From an optimization exercise on the open Yosys and OpenROAD flow, aimed at small area; shortcuts taken in it are not production practice.
The RTL was checked by simulation tests, not by an equivalence proof against the original design.
Power is estimated from default activity; no workload was simulated.

$ cat flow/design.v
`default_nettype none
package wdbp_pkg;
	localparam int WORD_W  = 32;
	localparam int BYTE_W  = 8;
	localparam int COUNT_W = 16;
	localparam int POS_W   = 5;
	localparam int CFG_IDX_W = 2;
	typedef logic [CFG_IDX_W-1:0] cfg_idx_t;
	localparam cfg_idx_t CFG_BYTE_SWAPPED = 2'd0;
	localparam cfg_idx_t CFG_QUERY_BEGIN  = 2'd1;
	localparam cfg_idx_t CFG_QUERY_END    = 2'd2;
	typedef enum logic [1:0] {
		KIND_NONE = 2'd0,
		KIND_BED  = 2'd1,
		KIND_VAR  = 2'd2,
		KIND_FIX  = 2'd3
	} kind_t;
endpackage
`default_nettype wire
`default_nettype none
import wdbp_pkg::*;
module wdbp_window (
	input  wire logic              clk,
	input  wire logic [WORD_W-1:0] lo,
	input  wire logic [WORD_W-1:0] hi,
	input  wire logic [WORD_W-1:0] a,
	input  wire logic [WORD_W-1:0] b,
	output logic                   below,
	output logic                   above
);
	localparam int HALF = WORD_W / 2;
	logic below_lo_q;
	logic above_lo_q;
	function automatic logic less(input logic [WORD_W-1:0] x, input logic [WORD_W-1:0] y,
		input logic c_in, input int lsb, input int msb, input logic signed_top);
		logic c;
		c = c_in;
		for (int i = lsb; i < msb; i++) begin
			if (signed_top && i == WORD_W - 1) begin
				c = (x[i] && !y[i]) || ((x[i] || !y[i]) && c);
			end else begin
				c = (!x[i] && y[i]) || ((!x[i] || y[i]) && c);
			end
		end
		less = c;
	endfunction
	always_ff @(posedge clk) begin
		below_lo_q <= less(hi, a, 1'b0, 0, HALF, 1'b0);
		above_lo_q <= less(b, lo, 1'b0, 0, HALF, 1'b0);
	end
	always_comb begin
		below = less(hi, a, below_lo_q, HALF, WORD_W, 1'b1);
		above = less(b, lo, above_lo_q, HALF, WORD_W, 1'b1);
	end
endmodule
`default_nettype wire
`default_nettype none
import wdbp_pkg::*;
module wig_data_block_parser (
	input  wire logic              clk,
	input  wire logic              arst_n,
	input  wire logic              in_valid,
	output wire logic              in_ready,
	input  wire logic [BYTE_W-1:0] in_data,
	input  wire logic              in_last,
	output wire logic              row_valid,
	input  wire logic              row_ready,
	output wire logic [WORD_W-1:0] row_start,
	output wire logic [WORD_W-1:0] row_end,
	output wire logic [WORD_W-1:0] row_value,
	output wire logic [WORD_W-1:0] row_chrom,
	output wire logic              row_bad,
	output wire logic              row_final,
	input  wire logic              cfg_valid,
	output wire logic              cfg_ready,
	input  wire logic [CFG_IDX_W-1:0] cfg_addr,
	input  wire logic [WORD_W-1:0] cfg_wdata
);
	logic               swap_q;
	logic               qb_sign_q;
	logic [WORD_W-1:0]  qb_q;
	logic               qe_sign_q;
	logic [WORD_W-1:0]  qe_q;
	logic [POS_W-1:0]   pos_q;
	logic               in_header_q;
	wdbp_pkg::kind_t    kind_q;
	logic               missed_q;
	logic [COUNT_W-1:0] left_q;
	logic [WORD_W-1:0]  chrom_q;
	logic [WORD_W-1:0]  start_q;
	logic [WORD_W-1:0]  end_q;
	logic [WORD_W-1:0]  inc_q;
	logic [WORD_W-1:0]  value_q;
	logic               out_valid_q;
	logic               empty_q;
	logic               empty_sel_q;
	logic [1:0]         empty_wait_q;
	logic               accept;
	logic               hdr_take;
	logic               rec_take;
	logic               active_rec;
	logic               row_done;
	logic               hdr_done;
	logic               clear_pos;
	logic [3:0]         lane_en;
	logic [3:0]         lane_clr;
	logic [2:0]         field;
	logic [BYTE_W-1:0]  din;
	logic [WORD_W-1:0]  din_w;
	logic [WORD_W-1:0]  sum;
	logic               bus_sum;
	logic [WORD_W-1:0]  bus;
	logic [WORD_W-1:0]  lo;
	logic [WORD_W-1:0]  hi;
	logic               below;
	logic               above;
	logic               cfg_qb;
	logic               cfg_qe;
	logic               is_bed;
	logic               is_var;
	logic               is_fix;
	logic               is_none;
	logic               left_zero;
	wdbp_pkg::kind_t    kind_dec;
	localparam int ADD_BLK = 5;
	function automatic logic [WORD_W-1:0] add_ci(input logic [WORD_W-1:0] x,
		input logic [WORD_W-1:0] y);
		logic c;
		logic cb;
		logic ones;
		logic [WORD_W-1:0] s0;
		cb = 1'b0;
		for (int b = 0; b < WORD_W; b += ADD_BLK) begin
			c = 1'b0;
			for (int i = b; i < b + ADD_BLK && i < WORD_W; i++) begin
				s0[i] = x[i] ^ y[i] ^ c;
				c = (x[i] & y[i]) | (c & (x[i] ^ y[i]));
			end
			ones = 1'b1;
			for (int i = b; i < b + ADD_BLK && i < WORD_W; i++) begin
				add_ci[i] = s0[i] ^ (cb & ones);
				ones = ones & s0[i];
			end
			cb = c | (cb & ones);
		end
	endfunction
	assign in_ready  = !out_valid_q || row_ready;
	assign accept    = in_valid && in_ready;
	assign cfg_ready = 1'b1;
	always_comb begin
		is_bed  = (kind_q == KIND_BED);
		is_var  = (kind_q == KIND_VAR);
		is_fix  = (kind_q == KIND_FIX);
		is_none = (kind_q == KIND_NONE);
		left_zero  = (left_q == '0);
		active_rec = !in_header_q && !is_none && !left_zero;
		hdr_take   = accept && in_header_q;
		rec_take   = accept && active_rec;
		hdr_done   = in_header_q && (pos_q == POS_W'(23));
		clear_pos  = in_header_q && (pos_q == POS_W'(21));
		row_done   = active_rec && ((is_bed && pos_q == POS_W'(11)) ||
			(is_var && pos_q == POS_W'(7)) || (is_fix && pos_q[1:0] == 2'd3));
		field = pos_q[4:2];
		for (int g = 0; g < 4; g++) begin
			lane_en[g] = ((swap_q ? ~pos_q[1:0] : pos_q[1:0]) == 2'(g));
		end
		lane_clr = lane_en | {4{clear_pos}};
		din   = clear_pos ? '0 : in_data;
		din_w = {4{din}};
		if (in_data[BYTE_W-1:2] == '0 && in_data[1:0] != 2'd0) begin
			kind_dec = wdbp_pkg::kind_t'(in_data[1:0]);
		end else begin
			kind_dec = KIND_NONE;
		end
		sum = add_ci(pos_q[0] ? end_q : start_q, inc_q);
		bus_sum = in_header_q ? (pos_q == POS_W'(22)) : (!is_bed && pos_q[4:1] == 4'd2);
		cfg_qb = cfg_valid && cfg_addr == CFG_QUERY_BEGIN;
		cfg_qe = cfg_valid && cfg_addr == CFG_QUERY_END;
		bus = bus_sum ? sum : (cfg_valid ? cfg_wdata : din_w);
		lo = {qb_sign_q & !qb_q[WORD_W-1], ~qb_q[WORD_W-2:0]};
		hi = {qe_sign_q & !qe_q[WORD_W-1], ~qe_q[WORD_W-2:0]};
	end
	wdbp_window u_window (
		.clk   (clk),
		.lo    (lo),
		.hi    (hi),
		.a     (start_q),
		.b     (end_q),
		.below (below),
		.above (above)
	);
	always_ff @(posedge clk or negedge arst_n) begin
		if (!arst_n) begin
			swap_q      <= 1'b0;
			qb_sign_q   <= 1'b1;
			qe_sign_q   <= 1'b1;
			pos_q       <= '0;
			in_header_q <= 1'b1;
			out_valid_q <= 1'b0;
		end else begin
			if (cfg_valid) begin
				unique case (cfg_addr)
					CFG_BYTE_SWAPPED: swap_q <= cfg_wdata[0];
					CFG_QUERY_BEGIN:  qb_sign_q <= cfg_wdata[WORD_W-1];
					CFG_QUERY_END:    qe_sign_q <= cfg_wdata[WORD_W-1];
					default: ;
				endcase
			end
			if (accept) begin
				if (in_last) begin
					in_header_q <= 1'b1;
					pos_q       <= '0;
				end else if (in_header_q) begin
					if (hdr_done) begin
						in_header_q <= 1'b0;
						pos_q       <= '0;
					end else begin
						pos_q <= pos_q + 1'b1;
					end
				end else if (active_rec) begin
					if (row_done) begin
						pos_q <= is_fix ? POS_W'(4) : '0;
					end else begin
						pos_q <= pos_q + 1'b1;
					end
				end
			end
			if (accept && ((hdr_done && is_none) || (row_done && !missed_q && !below && !above))) begin
				out_valid_q <= 1'b1;
			end else if (row_ready) begin
				out_valid_q <= 1'b0;
			end
		end
	end
	always_ff @(posedge clk) begin
		for (int g = 0; g < 4; g++) begin
			if (cfg_qb || (hdr_take && field == 3'd1 && qb_sign_q && lane_en[g])) begin
				qb_q[8*g +: 8] <= ~bus[8*g +: 8];
			end
			if (cfg_qe || (hdr_take && field == 3'd2 && qe_sign_q && lane_en[g])) begin
				qe_q[8*g +: 8] <= ~bus[8*g +: 8];
			end
		end
		if (hdr_take && pos_q == POS_W'(20)) kind_q <= kind_dec;
		if (hdr_take && pos_q == POS_W'(16)) begin
			missed_q <= below || above || (empty_q && !qb_sign_q && !qe_sign_q);
		end
		if (cfg_qb || cfg_qe) begin
			empty_sel_q  <= cfg_qe;
			empty_wait_q <= 2'd2;
		end else if (empty_wait_q != 2'd0) begin
			empty_wait_q <= empty_wait_q - 1'b1;
		end
		if (!(cfg_qb || cfg_qe) && empty_wait_q == 2'd1) begin
			empty_q <= empty_sel_q ? above : below;
		end
		for (int g = 0; g < 4; g++) begin
			if (hdr_take && field == 3'd0 && lane_en[g]) chrom_q[8*g +: 8] <= din_w[8*g +: 8];
		end
		if (hdr_take && pos_q[4:1] == 4'd11) begin
			if (pos_q[0] ^ swap_q) left_q[15:8] <= din;
			else left_q[7:0] <= din;
		end else if (rec_take && row_done) begin
			left_q <= left_q - 1'b1;
		end
		for (int g = 0; g < 4; g++) begin
			if (cfg_qb || (rec_take && is_fix && pos_q == POS_W'(4)) ||
					(lane_clr[g] && ((hdr_take && field == 3'd1) || (hdr_take && clear_pos && !is_fix) ||
					(rec_take && !is_fix && field == 3'd0)))) begin
				start_q[8*g +: 8] <= bus[8*g +: 8];
			end
		end
		for (int g = 0; g < 4; g++) begin
			if (cfg_qe || (hdr_take && is_fix && pos_q == POS_W'(22)) ||
					(rec_take && is_var && pos_q == POS_W'(4)) ||
					(rec_take && is_fix && pos_q == POS_W'(5)) ||
					(lane_clr[g] && ((hdr_take && field == 3'd2) ||
					(hdr_take && clear_pos && !is_fix) || (rec_take && is_bed && field == 3'd1)))) begin
				end_q[8*g +: 8] <= bus[8*g +: 8];
			end
		end
		if (hdr_take && is_fix && pos_q == POS_W'(22)) begin
			inc_q <= value_q;
		end else begin
			for (int g = 0; g < 4; g++) begin
				if (lane_en[g] && hdr_take && field == 3'd4) inc_q[8*g +: 8] <= din_w[8*g +: 8];
			end
		end
		for (int g = 0; g < 4; g++) begin
			if (lane_clr[g] && ((hdr_take && clear_pos && !is_fix) || (hdr_take && field == 3'd3) ||
					(rec_take && ((is_bed && field == 3'd2) || (is_var && field == 3'd1) || is_fix)))) begin
				value_q[8*g +: 8] <= din_w[8*g +: 8];
			end
		end
	end
	assign row_valid = out_valid_q;
	assign row_start = start_q;
	assign row_end   = end_q;
	assign row_value = value_q;
	assign row_chrom = chrom_q;
	assign row_bad   = is_none;
	assign row_final = left_zero && !is_none;
endmodule
`default_nettype wire
$ cat flow/standard.sh
#!/bin/bash
# synth_recipe.tcl (not shown) runs the flow's synth.tcl, then flattens the netlist and writes it again
# the make line also repeats each setting of config.mk as NAME=value (left out here)
make -C /OpenROAD-flow-scripts/flow DESIGN_CONFIG=/design/flow/config.mk WORK_HOME=/design/flow/orfs CLKGATE_MAP_FILE= SYNTH_SCRIPT=/design/flow/synth_recipe.tcl "${@:-finish}"
$ cat flow/flow/run.sh
#!/bin/bash
# The standard layout (standard.sh) with two changes that only affect buffering:
#  - the port buffers are the smallest buffer cell (buf_1) instead of the resizer's default;
#  - clock tree synthesis uses clkbuf_4 in clusters of at most 8 sinks and inserts no dummy
#    loads.
set -euo pipefail
bash standard.sh \
  "BUFFER_PORTS_ARGS=-buffer_cell sky130_fd_sc_hd__buf_1" \
  "CTS_ARGS=-sink_clustering_enable -repair_clock_nets -buf_list sky130_fd_sc_hd__clkbuf_4 -sink_clustering_size 8 -sink_clustering_max_diameter 50 -dont_use_dummy_load" \
  finish > standard_make.log 2>&1
$ cat flow/constraint.sdc
create_clock -name core_clock -period 8.0 [get_ports {clk}]
set_input_delay 1.6000 -clock core_clock [delete_from_list [all_inputs] [get_ports {clk}]]
set_output_delay 1.6000 -clock core_clock [all_outputs]
set_load 0.01 [all_outputs]
$ cat flow/config.mk
export PLATFORM = sky130hd
export DESIGN_NAME = wig_data_block_parser
export DESIGN_NICKNAME = wig_data_block_parser
export VERILOG_FILES = /design/flow/design.v
export SDC_FILE = /design/flow/constraint.sdc
export NUM_CORES = 4
export LEC_CHECK = 0
export CAP_MARGIN = 20
export CORE_MARGIN = 2
export CORE_UTILIZATION = 40
export SLEW_MARGIN = 20
==> results of run 1 <==
-- power breakdown --
| group | switching [mW] | internal (mW) |
|---|---|---|
| clock network | 0.438 | 0.235 |
| registers | 0.0455 | 1.55 |
| logic | 0.234 | 0.144 |
-- per-layer routing --
| metal | vias up | GRT usage |
|---|---|---|
| met1 | 4307 | 0.2927 |
| met4 | 0 | 0.06667 |
| met2 | 392 | 0.3427 |
| li1 | 4093 | - |
| met3 | 68 | 0.05624 |
| met5 | - | 0 |
-- cell usage after synthesis, drive strengths merged (4+ instances only) --
cell,count,area (µm²)
xnor2,22,192.7
nor2b,6,37.54
edfxtp,245,7357
inv,81,304.0
and2,14,87.59
a21o,49,367.9
nand3,18,90.09
nand2b,4,25.02
o31ai,12,90.09
o21ai,50,250.2
nand2,56,212.7
nor2,84,315.3
o211ai,4,30.03
a22oi,5,37.54
a31oi,8,56.30
nor4,7,43.79
dfrtp,7,175.2
and3,12,75.07
o21a,4,30.03
o22ai,5,31.28
a211oi,9,67.56
nor3,22,126.4
a211o,4,35.03
dfxtp,4,80.08
nand3b,4,33.78
mux2i,29,290.3
o41ai,4,72.57
fa,24,480.5
a2111oi,4,35.03
mux2,13,146.4
clkbuf,29,108.9
nor3b,4,30.03
maj3,9,90.09
xor2,12,105.1
a21oi,66,330.3
ha,20,250.2
a22o,5,43.79
-- through the flow --
step	power (mW)	cells	utilization
5_1_grt	2.758	1605	0.4579
2_1_floorplan	1.865	997	-
3_5_place_dp	1.999	1563	0.4478
6_report	2.644	1605	0.4579
3_3_place_gp	1.990	1563	0.4478
4_1_cts	2.664	1604	0.4578
-- critical path, stage by stage (launching register included) --
cell and delay [ns]:
dfrtp_2 0.88, mux2_2 0.28, ha_1 0.13, inv_1 0.05, fa_1 0.38, fa_1 0.40
fa_1 0.40, fa_1 0.46, nor4b_4 0.36, nand2_2 0.09, a211o_1 0.39, o41ai_4 0.27
nand3b_2 0.19, o41ai_4 0.35, a31oi_2 0.23, nor3_4 0.20, a21o_1 0.16, ha_1 0.15
xor2_1 0.18, xnor2_1 0.15, xnor2_1 0.08, mux2i_1 0.22, inv_1 0.08
-- cell families (layout without fill, tap and decap cells) --
| group | after synthesis | after routing | share of synthesized area |
|---|---|---|---|
| XOR/XNOR | 34 | 34 | 0.02374 |
| adder cells (fa/ha/maj) | 53 | 53 | 0.06544 |
| multiplexers | 42 | 42 | 0.03481 |
| flip-flops | 259 | 259 | 0.6132 |
| buffers and inverters | 113 | 324 | 0.03411 |
| AO/OA/AOI/OAI | 249 | 249 | 0.1324 |
| other | 1 | 2 | 0.0002990 |
| AND/OR/NAND/NOR | 246 | 246 | 0.09606 |
-- cell usage in the layout, fill, tap and decap left out, drive strengths merged, types with 4 or more instances in the layout --
cell type  Yosys  final
nand3b         4      4
a211oi         9      9
dfxtp          4      4
o21ai         50     50
nor2b          6      6
nor3b          4      4
inv           81     81
o31ai         12     12
edfxtp       245    245
a211o          4      4
fa            24     24
clkbuf        29     42
xnor2         22     22
nand2         56     56
o41ai          4      4
xor2          12     12
nor4           7      7
maj3           9      9
nor3          22     22
nand3         18     18
mux2          13     13
a22oi          5      5
mux2i         29     29
o21a           4      4
a2111oi        4      4
nand2b         4      4
a21oi         66     66
buf            3    201
o211ai         4      4
nor2          84     84
o22ai          5      5
and2          14     14
a21o          49     49
a22o           5      5
and3          12     12
a31oi          8      8
ha            20     20
dfrtp          7      7
-- cell type report --
cell class | count | area, µm²
antenna | 1 | 2.502
clock buffer | 41 | 307.8
fill | 2880 | 16670
inverter | 81 | 304.0
multi-input combinational | 625 | 4432
sequential | 259 | 7692
tap | 396 | 495.5
timing repair buffer | 202 | 845.8
-- path summary, 6_finish.rpt --
path                             end  slack, ns  cells after the start
setup / recovery            qe_q[31]       1.62                     22
hold / removal             qe_sign_q       0.50                      2
setup reg to reg            qe_q[31]       1.62                     22
min in group asynchronous   pos_q[1]       0.93                      1
max in group asynchronous   pos_q[0]       6.61                      1
hold reg to reg            qe_sign_q       0.50                      2
-- flip-flops by register name (all words and copies together) (netlist names), 5 cells and up --
| name | cells |
|---|---|
| value_q | 32 |
| qb_q | 32 |
| qe_q | 32 |
| left_q | 16 |
| chrom_q | 32 |
| end_q | 32 |
| start_q | 32 |
| inc_q | 32 |
| pos_q | 5 |
==> impl_metrics.env, run 1 <==
export IMPL_grtUsageTotal=0.2163
export IMPL_m1WireLength_um=15090
export IMPL_core_area_mm2=0.03075
export IMPL_grt_pass1_vias=8700
export IMPL_worstSetupPathType="flop to flop"
export IMPL_skew_ns=0.06816
export IMPL_maxCapViolations=0
export IMPL_worst_slew_pin_transition_ns=1.087
export IMPL_io_buffers=179
export IMPL_rsz0062_at_grt="false"
export IMPL_drt_total_wl_um=35450
export IMPL_slew_headroom=0.2725
export IMPL_synth_seq_cells=259
export IMPL_critPathLaunchType="flop"
export IMPL_critPathArrivalTime_ns=6.76
export IMPL_vias=8860
export IMPL_dp_slack_ns=1.603
export IMPL_globalplace_congestion=0.8933
export IMPL_wl_met2_um=16190
export IMPL_timing_setup_tns_ns=0
export IMPL_final_cell_area_mm2=0.01408
export IMPL_yosys_warnings=2
export IMPL_ir_drop_uv=128.2
export IMPL_cts_sink_count=259
export IMPL_dpl_cell_area_mm2=0.01377
export IMPL_cts_buffers=41
export IMPL_drtPass1Iterations=5
export IMPL_die_y_um=181.1
export IMPL_clk_pin_slew_ns=0.11
export IMPL_synth_area_mm2=0.01254
export IMPL_drive_gt1_frac=0.08195
export IMPL_post_route_period_util=0.7975
export IMPL_layout_setup_ws_ns=1.620
export IMPL_drv_slew=0
export IMPL_wl_met3_um=3178
export IMPL_dp_hpwl_um=26560
export IMPL_required_ns=8.38
export IMPL_seq_area_frac_synth=0.6132
export IMPL_worstHoldStart="qe_sign_q"
export IMPL_p_leak_nw=5.127
export IMPL_highest_layer="met4"
export IMPL_cts_tree="yes"
export IMPL_vias_per_cell=5.520
export IMPL_hold_path_class="flop to flop"
export IMPL_die_w_um=181.1
export IMPL_overflow=0
export IMPL_clk_root_buffer_cell="clkbuf_4"
export IMPL_grt_max_degree=44
export IMPL_pwr_density_cell_mw_per_mm2=187.8
export IMPL_synthCells=997
export IMPL_worstSetupStartpoint="pos_q[0]"
export IMPL_ctsHtreeMaxLevel=2
export IMPL_num_rows=64
export IMPL_r2r_start="pos_q[0]"
export IMPL_grt_pass1_wl_um=53150
export IMPL_syn_area_per_cell_um2=12.58
export IMPL_status="finished clean"
export IMPL_finalCriticalPeriod_ns=6.380
export IMPL_antenna_found_initial=1
export IMPL_clockBufferDepth=3
export IMPL_postCtsSetupBuffers=0
export IMPL_drtIter0Drc=688
export IMPL_post_cts_resized=0
export IMPL_insertion_delay_ns=0.65
export IMPL_start_util=0.4079
export IMPL_drc_errors=0
export IMPL_syn_to_final_growth_pct=12.25
export IMPL_synth_fp_nets=1089
export IMPL_hold_ws_ns=0.5006
export IMPL_postRouteAntennaNets=0
export IMPL_critPathCaptureType="flop"
export IMPL_io_pin_count=181
export IMPL_die_area_mm2=0.03279
export IMPL_num_nets_final=1302
export IMPL_path_max_fanout=25
export IMPL_finalHoldViolCount=0
export IMPL_postCtsHoldBufs=0
export IMPL_yosys_most_used_dff="edfxtp_1"
export IMPL_ys_async_sr_fraction=0.03861
export IMPL_wl_per_cell_um=22.09
export IMPL_synth_edf_count=245
export IMPL_ys_types=68
export IMPL_max_freq_mhz=156.7
export IMPL_setup_violations=0
==> run 2: changes to the inputs <==
--- a/flow/design.v
+++ b/flow/design.v
@@ -174,3 +174,3 @@
 		end
-		sum = add_ci(pos_q[0] ? end_q : start_q, inc_q);
+		sum = add_ci(pos_q[0] ? end_q : start_q, ~inc_q);
 		bus_sum = in_header_q ? (pos_q == POS_W'(22)) : (!is_bed && pos_q[4:1] == 4'd2);
@@ -282,6 +282,6 @@
 		if (hdr_take && is_fix && pos_q == POS_W'(22)) begin
-			inc_q <= value_q;
+			inc_q <= ~value_q;
 		end else begin
 			for (int g = 0; g < 4; g++) begin
-				if (lane_en[g] && hdr_take && field == 3'd4) inc_q[8*g +: 8] <= din_w[8*g +: 8];
+				if (lane_en[g] && hdr_take && field == 3'd4) inc_q[8*g +: 8] <= ~din_w[8*g +: 8];
 			end
==> run 2 against run 1 <==
- final area down 0.13%
- global-route usage down 0.15 points
- largest power group unchanged
- clock skew up 0.053 ns
- worst hold slack worse by 0.0023 ns
- highest routed layer is now met5
- register-to-register slack better by 0.49 ns
- cell count up 0.69%
- critical path type unchanged
- critical path depth down 4
- total power up 4.8%
==> impl_metrics.env, run 2 <==
export IMPL_seqPwrFrac=0.590
export IMPL_synthCells=1010
export IMPL_place_inst=1574
export IMPL_insertion_delay_ns=0.67
export IMPL_setup_violations=0
export IMPL_instances_no_fill=1616
export IMPL_drt_total_wl_um=35820
export IMPL_status="finished clean"
export IMPL_p_leak_nw=4.975
export IMPL_num_fill_cells=2899
export IMPL_timing_setup_tns_ns=0
export IMPL_synth_seq_cells=259
export IMPL_path_max_fanout=23
export IMPL_drv_slew=0
export IMPL_finalCriticalPeriod_ns=5.892
export IMPL_p_int_mw=1.984
export IMPL_vias=9078
export IMPL_yosysMostFrequentCell="edfxtp_1"
export IMPL_die_w_um=181.1
export IMPL_critPathLaunchType="flop"
export IMPL_drive_gt1_frac=0.09770
export IMPL_pwr_density_cell_mw_per_mm2=197.1
export IMPL_cts_buffers=40
export IMPL_num_rows=64
export IMPL_synth_area_mm2=0.01254
export IMPL_max_stage_delay_ns=0.74
export IMPL_hold_ws_ns=0.4984
export IMPL_ir_drop_uv=89.76
export IMPL_swShare=0.2841
export IMPL_cts_tree="yes"
export IMPL_grt_pass1_vias=8734
export IMPL_vias_per_cell=5.618
export IMPL_maxCapViolations=0
export IMPL_post_route_period_util=0.7365
export IMPL_cp_common_cell="fa_1"
export IMPL_ys_async_sr_fraction=0.03861
export IMPL_io_pin_count=181
export IMPL_skew_ns=0.1217
export IMPL_cts_sink_count=259
export IMPL_grt_max_degree=48
export IMPL_rsz0062_at_grt="false"
export IMPL_dp_hpwl_um=26560
export IMPL_worstSetupPathType="flop to flop"
export IMPL_num_nets_final=1312
export IMPL_drtIter0Drc=751
export IMPL_ctsHtreeMaxLevel=2
export IMPL_yosys_most_used_dff="edfxtp_1"
export IMPL_synth_edf_count=245
export IMPL_globalplace_congestion=0.8705
export IMPL_grt_pass1_wl_um=52840
export IMPL_final_cell_mix="edfxtp_1, buf_1, a21oi_1"
export IMPL_multi_input_area_mm2=0.004425
export IMPL_finalHoldViolCount=0
export IMPL_critPathArrivalTime_ns=6.23
export IMPL_combinationalPowerShare=0.170
export IMPL_clk_root_buffer_cell="clkbuf_4"
export IMPL_required_ns=8.33
export IMPL_drtPass1Iterations=7
export IMPL_critical_path_slowest_cell="dfrtp_2"
export IMPL_power_mw=2.772
export IMPL_seq_area_frac_synth=0.6132
export IMPL_clockBufferDepth=3
export IMPL_pwr_share_clk=0.240
export IMPL_io_buffers=179
export IMPL_wl_per_cell_um=22.17
export IMPL_switching_power_mw=0.7875
export IMPL_ys_types=72
export IMPL_overflow=0
export IMPL_max_freq_mhz=169.7
export IMPL_postCtsSetupBuffers=0
export IMPL_yosys_warnings=2
export IMPL_hold_path_class="flop to flop"
export IMPL_register_area_mm2=0.007692
export IMPL_synth_fp_nets=1102
export IMPL_netlist_top_cells_count="edfxtp_1, a21oi_1, inv_1"
export IMPL_postRouteAntennaNets=0
export IMPL_syn_to_final_growth_pct=12.10
export IMPL_die_y_um=181.1
export IMPL_start_util=0.4079
export IMPL_worst_slew_pin_transition_ns=0.9237
export IMPL_yosysTopAreaCell="edfxtp_1"
export IMPL_core_area_mm2=0.03075
export IMPL_path_cells="mux2_2, ha_1, fa_1, fa_1, fa_1, fa_1, and4_1, a31oi_1, o41ai_2, a31o_2, a31oi_2, o31ai_1, ha_1, xnor2_1, xnor2_1, xnor2_1, a21oi_1, inv_1"
export IMPL_yosys_top_cells_area="edfxtp_1, a21oi_1, fa_1"
export IMPL_antenna_found_initial=4
export IMPL_die_area_mm2=0.03279
export IMPL_critPathCaptureType="flop"
export IMPL_layout_commonest_cell="edfxtp_1"
export IMPL_post_cts_resized=0
export IMPL_postCtsHoldBufs=0
export IMPL_synth_top_area_frac=0.5865
export IMPL_syn_area_per_cell_um2=12.42
export IMPL_drc_errors=0
export IMPL_slew_headroom=0.3801
export IMPL_grtUsageTotal=0.2148
export IMPL_clk_pin_slew_ns=0.10
-- run 2: cell types whose count changed after synthesis, moves of 5 or more --
cell	change
a21oi_1	+35
nor2_1	-10
o21ai_0	+5
and2_1	-5
a211oi_1	+14
nor3_1	-8
nand2_1	+10
mux2_2	+21
a21o_1	-34
a31oi_1	+7
mux2i_1	-26
-- run 2: per-stage QoR --
step	worst slack, ns	area [µm²]	utilization
after floorplan	2.516	12540	-
after global placement	2.302	13760	0.4473
after detailed placement	2.228	13760	0.4473
after CTS	2.094	14060	0.4571
after global routing	1.808	14060	0.4572
final	2.108	14060	0.4573
-- run 2: final cells by class --
cell class,instances,share of cell area
sequential,259,0.5471
multi-input combinational,636,0.3147
timing repair buffer,200,0.05909
tap,396,0.03524
inverter,83,0.02216
clock buffer,40,0.02136
antenna,2,0.0003559
-- run 2: cell families (layout without fill, tap and decap cells) --
group	after synthesis	in the layout	synth area share
compound gates	270	270	0.1344
flops	259	259	0.6132
simple gates	238	238	0.09217
buf+inv	115	323	0.03511
fa+ha+maj	56	56	0.06823
mux	37	37	0.03292
xor+xnor	34	34	0.02374
other cells	1	3	0.0002990
-- run 2: path summary, 6_finish.rpt --
check                      cells after the start  slack, ns           to      start
setup / recovery                              18       2.11     qb_q[31]   pos_q[0]
hold / removal                                 2       0.50    qe_sign_q  qe_sign_q
setup reg to reg                              18       2.11     qb_q[31]   pos_q[0]
hold reg to reg                                2       0.50    qe_sign_q  qe_sign_q
max in group asynchronous                      1       6.58  in_header_q     arst_n
min in group asynchronous                      1       0.92       swap_q     arst_n
-- run 2: power by group through the flow --
| stage | Clock, mW | Combinational, mW | Sequential [mW] |
|---|---|---|---|
| floorplan | 0 | 0.311 | 1.66 |
| global placement | 0 | 0.460 | 1.66 |
| detailed placement | 0 | 0.470 | 1.67 |
| CTS | 0.686 | 0.472 | 1.64 |
| global route | 0.738 | 0.519 | 1.65 |
| finish | 0.665 | 0.470 | 1.64 |
-- run 2: worst max-delay path: cells and delay by family (launching register included) --
kind / cells / cell delay, ns
AOI/OAI and AO/OA: 6 / 1.61
DFF: 1 / 0.74
buffers and inverters: 1 / 0.10
adders and majority gates: 6 / 2.04
and+or+nand+nor: 1 / 0.26
xor gates and xnor gates: 3 / 0.41
muxes: 1 / 0.40
-- run 2: routing by layer --
| layer | vias up | GRT usage | part of all wire |
|---|---|---|---|
| met3 | 62 | 0.05483 | 0.083 |
| met4 | 4 | 0.06146 | 0.022 |
| met5 | - | 0 | 0.00070 |
| li1 | 4175 | - | - |
| met2 | 374 | 0.3454 | 0.46 |
| met1 | 4463 | 0.2889 | 0.43 |

==> re-timing with driven ports <==
In the flow no input, the clock included, has a driving cell. The finished layouts below were timed again as built, in two steps. Step 1 sets driving cells, clkbuf_16 on the clock port and buf_2 on the other inputs (assumed; they add their load-dependent delay and slew). Step 2 also shifts input and output timing later by t, the mid clock arrival at the registers, as if the neighbouring blocks saw the same clock. Slacks: no drivers / after step 1 / after step 2; pairs: no drivers / after step 1.
run	shift t [ns]	setup WS [ns]	worst hold slack (ns)	worst slew at a driven data input, ns	pins driven straight from the clock port
run 1	0.663	1.620 / 1.620 / 1.620	0.501 / 0.501 / 0.501	0.07	1
run 2	0.644	2.108 / 2.108 / 2.108	0.498 / 0.498 / 0.498	0.09	1
After both steps setup and hold are still met in every run listed.
